Context: an optimization exercise on an open-source flow, tuned for small area. The choices shown serve that exercise and are no tape-out recipe.
At most, simulation tests tie the RTL to the original design; equivalence was not proved.

the previous run:
==> module int_moderator, before the edit <==
module int_moderator #(
  parameter int unsigned COUNT = 16,
  parameter int unsigned CNT_W = 8,
  parameter int unsigned TMR_W = 16
) (
  input  logic               clk,
  input  logic               reset,
  input  logic [COUNT-1:0]   ev_pulse,
  output logic [COUNT-1:0]   int_valid,
  input  logic [COUNT-1:0]   int_ready,
  input  logic               cfg_valid,
  output logic               cfg_ready,
  input  logic [4:0]         cfg_sel,
  input  logic [CNT_W-1:0]   cfg_threshold,
  input  logic [TMR_W-1:0]   cfg_timeout,
  input  logic [TMR_W-1:0]   cfg_holdoff,
  output logic [COUNT-1:0]   ev_overflow,
  input  logic [COUNT-1:0]   ovf_clear
);
  logic [COUNT-1:0] r_valid;
  logic [COUNT-1:0] r_acc;
  logic [COUNT-1:0] r_hold;
  logic [COUNT-1:0] r_ovf;
  logic [CNT_W-1:0] r_cnt     [COUNT];
  logic [TMR_W-1:0] r_tmrn    [COUNT];    
  logic [CNT_W-1:0] r_nthr    [COUNT];    
  logic [TMR_W-1:0] r_timeout [COUNT];
  logic [TMR_W-1:0] r_holdoff [COUNT];
  logic [COUNT-1:0] r_tnz;                  
  logic [COUNT-1:0] r_hnz;                  
  assign cfg_ready   = 1'b1;
  assign int_valid   = r_valid;
  assign ev_overflow = r_ovf;
  logic [CNT_W-1:0] w_cfg_nthr;
  logic [TMR_W-1:0] w_cfg_timeout;
  logic [TMR_W-1:0] w_cfg_holdoff;
  logic             w_cfg_tnz, w_cfg_hnz;
  assign w_cfg_tnz = (w_cfg_timeout != '0);
  assign w_cfg_hnz = (w_cfg_holdoff != '0);
  always_comb begin
    if (reset) begin
      w_cfg_nthr    = '1;
      w_cfg_timeout = '0;
      w_cfg_holdoff = '0;
    end else begin
      w_cfg_nthr    = (cfg_threshold == '0) ? '1 : CNT_W'(-cfg_threshold);
      w_cfg_timeout = cfg_timeout;
      w_cfg_holdoff = cfg_holdoff;
    end
  end
  for (genvar i = 0; i < COUNT; i++) begin : g_src
    logic             ev, idle, ack, zbase, sat, ge, tnz, hnz, tle1, t_is1, tnzero;
    logic             dec_sel, dec_en, go_assert, go_acc, go_hold;
    logic             s_t, s_h, s_d;
    logic [CNT_W-1:0] base, inc;
    logic [CNT_W:0]   cy;
    logic [TMR_W:0]   tog;
    logic [TMR_W-1:0] tmr, dec;
    logic             cfg_we;
    assign ev    = ev_pulse[i];
    assign idle  = ~r_valid[i] & ~r_acc[i] & ~r_hold[i];
    assign ack   = r_valid[i] & int_ready[i];
    assign zbase = idle | ack;
    assign base  = zbase ? '0 : r_cnt[i];
    assign sat   = (base == '1);
    assign inc   = base + CNT_W'(ev & ~sat);
    always_comb begin
      cy[0] = ev;
      for (int k = 0; k < CNT_W; k++)
        cy[k+1] = (base[k] & r_nthr[i][k]) | ((base[k] | r_nthr[i][k]) & cy[k]);
    end
    assign ge = cy[CNT_W];
    assign tmr    = ~r_tmrn[i];
    assign tnz    = r_tnz[i];
    assign hnz    = r_hnz[i];
    assign tle1   = (tmr[TMR_W-1:1] == '0);
    assign t_is1  = tle1 & tmr[0];
    assign tnzero = ~tle1 | tmr[0];
    assign dec_sel = idle | (r_hold[i] & tle1) | (ack & ~hnz);
    assign dec_en = (r_acc[i] & tnz & tnzero) | r_hold[i];
    always_comb begin
      tog[0] = dec_en;
      for (int k = 0; k < TMR_W; k++)
        tog[k+1] = tog[k] & ~tmr[k];
    end
    assign dec = tmr ^ tog[TMR_W-1:0];
    assign s_t = dec_sel;
    assign s_h = ack & hnz;
    assign s_d = ~dec_sel & ~ack;
    always_comb begin
      go_assert = 1'b0;
      go_acc    = 1'b0;
      go_hold   = 1'b0;
      if (dec_sel) begin
        go_assert = ge;
        go_acc    = ~ge & (inc != '0);
      end else if (r_valid[i]) begin
        go_assert = ~ack;
        go_hold   = ack;
      end else if (r_acc[i]) begin
        go_assert = ge | (tnz & t_is1);
        go_acc    = ~go_assert;
      end else begin
        go_hold   = 1'b1;
      end
    end
    assign cfg_we = reset | (cfg_valid & (cfg_sel == 5'(i)));
    always_ff @(posedge clk) begin
      r_tmrn[i] <= ~(({TMR_W{s_t}} & r_timeout[i]) |
                     ({TMR_W{s_h}} & r_holdoff[i]) |
                     ({TMR_W{s_d}} & dec));
      r_cnt[i]  <= inc;
      if (reset) begin
        r_valid[i] <= 1'b0;
        r_acc[i]   <= 1'b0;
        r_hold[i]  <= 1'b0;
        r_ovf[i]   <= 1'b0;
      end else begin
        r_valid[i] <= go_assert;
        r_acc[i]   <= go_acc;
        r_hold[i]  <= go_hold;
        r_ovf[i]   <= (r_ovf[i] & ~ovf_clear[i]) | (ev & sat);
      end
      if (cfg_we) begin
        r_nthr[i]    <= w_cfg_nthr;
        r_timeout[i] <= w_cfg_timeout;
        r_holdoff[i] <= w_cfg_holdoff;
        r_tnz[i]     <= w_cfg_tnz;
        r_hnz[i]     <= w_cfg_hnz;
      end
    end
  end
endmodule
clock: 5.0 ns
lec_check: 0
cap_margin: 20
core_margin: 2
core_utilization: 45
place_density: 0.6
slew_margin: 20
standard.sh (not shown) runs the stock make flow with config.mk's settings and CLKGATE_MAP_FILE= SYNTH_SCRIPT=/design/flow/synth_recipe.tcl, a recipe that flattens the netlist after the stock synthesis.
==> flow/flow/run.sh <==
#!/bin/bash
# The standard layout (standard.sh), with these changes:
#  * Yosys's ABC technology mapping uses an area-oriented script
#    (flow/abc_area.script) in place of ORFS's speed script; the rest of
#    synthesis, including register mapping, is unchanged.
#  * the port buffers that global placement inserts are buf_1 cells.
#  * CTS clusters more sinks per leaf buffer and inserts no dummy loads.
# standard.sh writes every tool's log under orfs/logs; its own output goes
# to standard.log here.
set -e
cp standard.sh standard_sh_copy.txt
rm -rf scripts_area
cp -r "$FLOW_HOME/scripts" scripts_area
cp flow/abc_area.script scripts_area/abc_speed.script
export SCRIPTS_DIR="$PWD/scripts_area"
export BUFFER_PORTS_ARGS="-buffer_cell sky130_fd_sc_hd__buf_1"
export CTS_ARGS="-sink_clustering_enable -repair_clock_nets -dont_use_dummy_load -sink_clustering_size 29 -sink_clustering_max_diameter 90"
bash standard.sh > standard.log 2>&1
==> flow/flow/abc_area.script <==
&get -n
&st
&dch -f
&nf -a -F 8 -A 8 -R 1000
&put
topo
stime -c
dnsize -c
The following lists how the current run was set up differently from the previous run:
diff --git a/flow/design.v b/flow/design.v
--- a/flow/design.v
+++ b/flow/design.v
@@ -19,5 +19,4 @@
 );
   logic [COUNT-1:0] r_valid;
-  logic [COUNT-1:0] r_acc;
   logic [COUNT-1:0] r_hold;
   logic [COUNT-1:0] r_ovf;
@@ -27,6 +26,6 @@
   logic [TMR_W-1:0] r_timeout [COUNT];
   logic [TMR_W-1:0] r_holdoff [COUNT];
-  logic [COUNT-1:0] r_tnz;                  
-  logic [COUNT-1:0] r_hnz;                  
+  logic [COUNT-1:0] r_tnz;                
+  logic [COUNT-1:0] r_hnz;                
   assign cfg_ready   = 1'b1;
   assign int_valid   = r_valid;
@@ -36,6 +35,4 @@
   logic [TMR_W-1:0] w_cfg_holdoff;
   logic             w_cfg_tnz, w_cfg_hnz;
-  assign w_cfg_tnz = (w_cfg_timeout != '0);
-  assign w_cfg_hnz = (w_cfg_holdoff != '0);
   always_comb begin
     if (reset) begin
@@ -49,7 +46,9 @@
     end
   end
+  assign w_cfg_tnz = (w_cfg_timeout != '0);
+  assign w_cfg_hnz = (w_cfg_holdoff != '0);
   for (genvar i = 0; i < COUNT; i++) begin : g_src
-    logic             ev, idle, ack, zbase, sat, ge, tnz, hnz, tle1, t_is1, tnzero;
-    logic             dec_sel, dec_en, go_assert, go_acc, go_hold;
+    logic             ev, nz, idle, accum, ack, zbase, sat, ge, tnz, hnz;
+    logic             tle1, t_is1, tnzero, dec_sel, dec_en, go_assert, go_hold;
     logic             s_t, s_h, s_d;
     logic [CNT_W-1:0] base, inc;
@@ -58,8 +57,10 @@
     logic [TMR_W-1:0] tmr, dec;
     logic             cfg_we;
-    assign ev    = ev_pulse[i];
-    assign idle  = ~r_valid[i] & ~r_acc[i] & ~r_hold[i];
+    assign ev    = ev_pulse[i] & ~reset;
+    assign nz    = (r_cnt[i] != '0);
+    assign idle  = ~r_valid[i] & ~r_hold[i] & ~nz;
+    assign accum = ~r_valid[i] & ~r_hold[i] & nz;
     assign ack   = r_valid[i] & int_ready[i];
-    assign zbase = idle | ack;
+    assign zbase = idle | ack | reset;
     assign base  = zbase ? '0 : r_cnt[i];
     assign sat   = (base == '1);
@@ -78,5 +79,5 @@
     assign tnzero = ~tle1 | tmr[0];
     assign dec_sel = idle | (r_hold[i] & tle1) | (ack & ~hnz);
-    assign dec_en = (r_acc[i] & tnz & tnzero) | r_hold[i];
+    assign dec_en = (accum & tnz & tnzero) | r_hold[i];
     always_comb begin
       tog[0] = dec_en;
@@ -90,17 +91,14 @@
     always_comb begin
       go_assert = 1'b0;
-      go_acc    = 1'b0;
       go_hold   = 1'b0;
       if (dec_sel) begin
         go_assert = ge;
-        go_acc    = ~ge & (inc != '0);
       end else if (r_valid[i]) begin
         go_assert = ~ack;
         go_hold   = ack;
-      end else if (r_acc[i]) begin
+      end else if (r_hold[i]) begin
+        go_hold   = 1'b1;
+      end else begin
         go_assert = ge | (tnz & t_is1);
-        go_acc    = ~go_assert;
-      end else begin
-        go_hold   = 1'b1;
       end
     end
@@ -113,10 +111,8 @@
       if (reset) begin
         r_valid[i] <= 1'b0;
-        r_acc[i]   <= 1'b0;
         r_hold[i]  <= 1'b0;
         r_ovf[i]   <= 1'b0;
       end else begin
         r_valid[i] <= go_assert;
-        r_acc[i]   <= go_acc;
         r_hold[i]  <= go_hold;
         r_ovf[i]   <= (r_ovf[i] & ~ovf_clear[i]) | (ev & sat);
Notes after the runs:
The fraction of area in multi-input gates reported for the current run is greater than that of the previous run by 0.21 points. Design area came out lower on the current run than on the previous run. Floorplan check, the current run vs the previous run: die outline smaller in the current run. On post-route fraction of the period consumed by the critical path, the current run tracks the previous run almost exactly. Status: register fraction of the total cell area parity (the previous run, the current run). The current run and the previous run ended up with nearly the same final-layout non-clock buffer area share.
Only the layout flow was run in the current run; the RTL was not checked for function there.

what the ideal ports hide:
In the flow no input, the clock included, has a driving cell. The finished layouts below were timed again as built, in two steps.
Step 1: set_driving_cell puts a clkbuf_16 on clk and a buf_2 on each other input, an assumption about the parent block.
Step 2 adds t to the input delays and takes it off the output delays; t is the mean of the earliest and latest rising clock arrival at the registers after step 1. Input paths then give back, and output paths get back, about the clock's delay inside the block.
Three values: ideal ports, drivers, drivers and shift; two values: the first two.
run	shift t [ns]	setup slack, ns	worst slew at a driven data input, ns
the previous run	0.675	0.353 / 0.353 / 0.353	0.12
the current run	0.672	0.358 / 0.358 / 0.358	0.11
After both steps setup and hold are still met in every run listed.
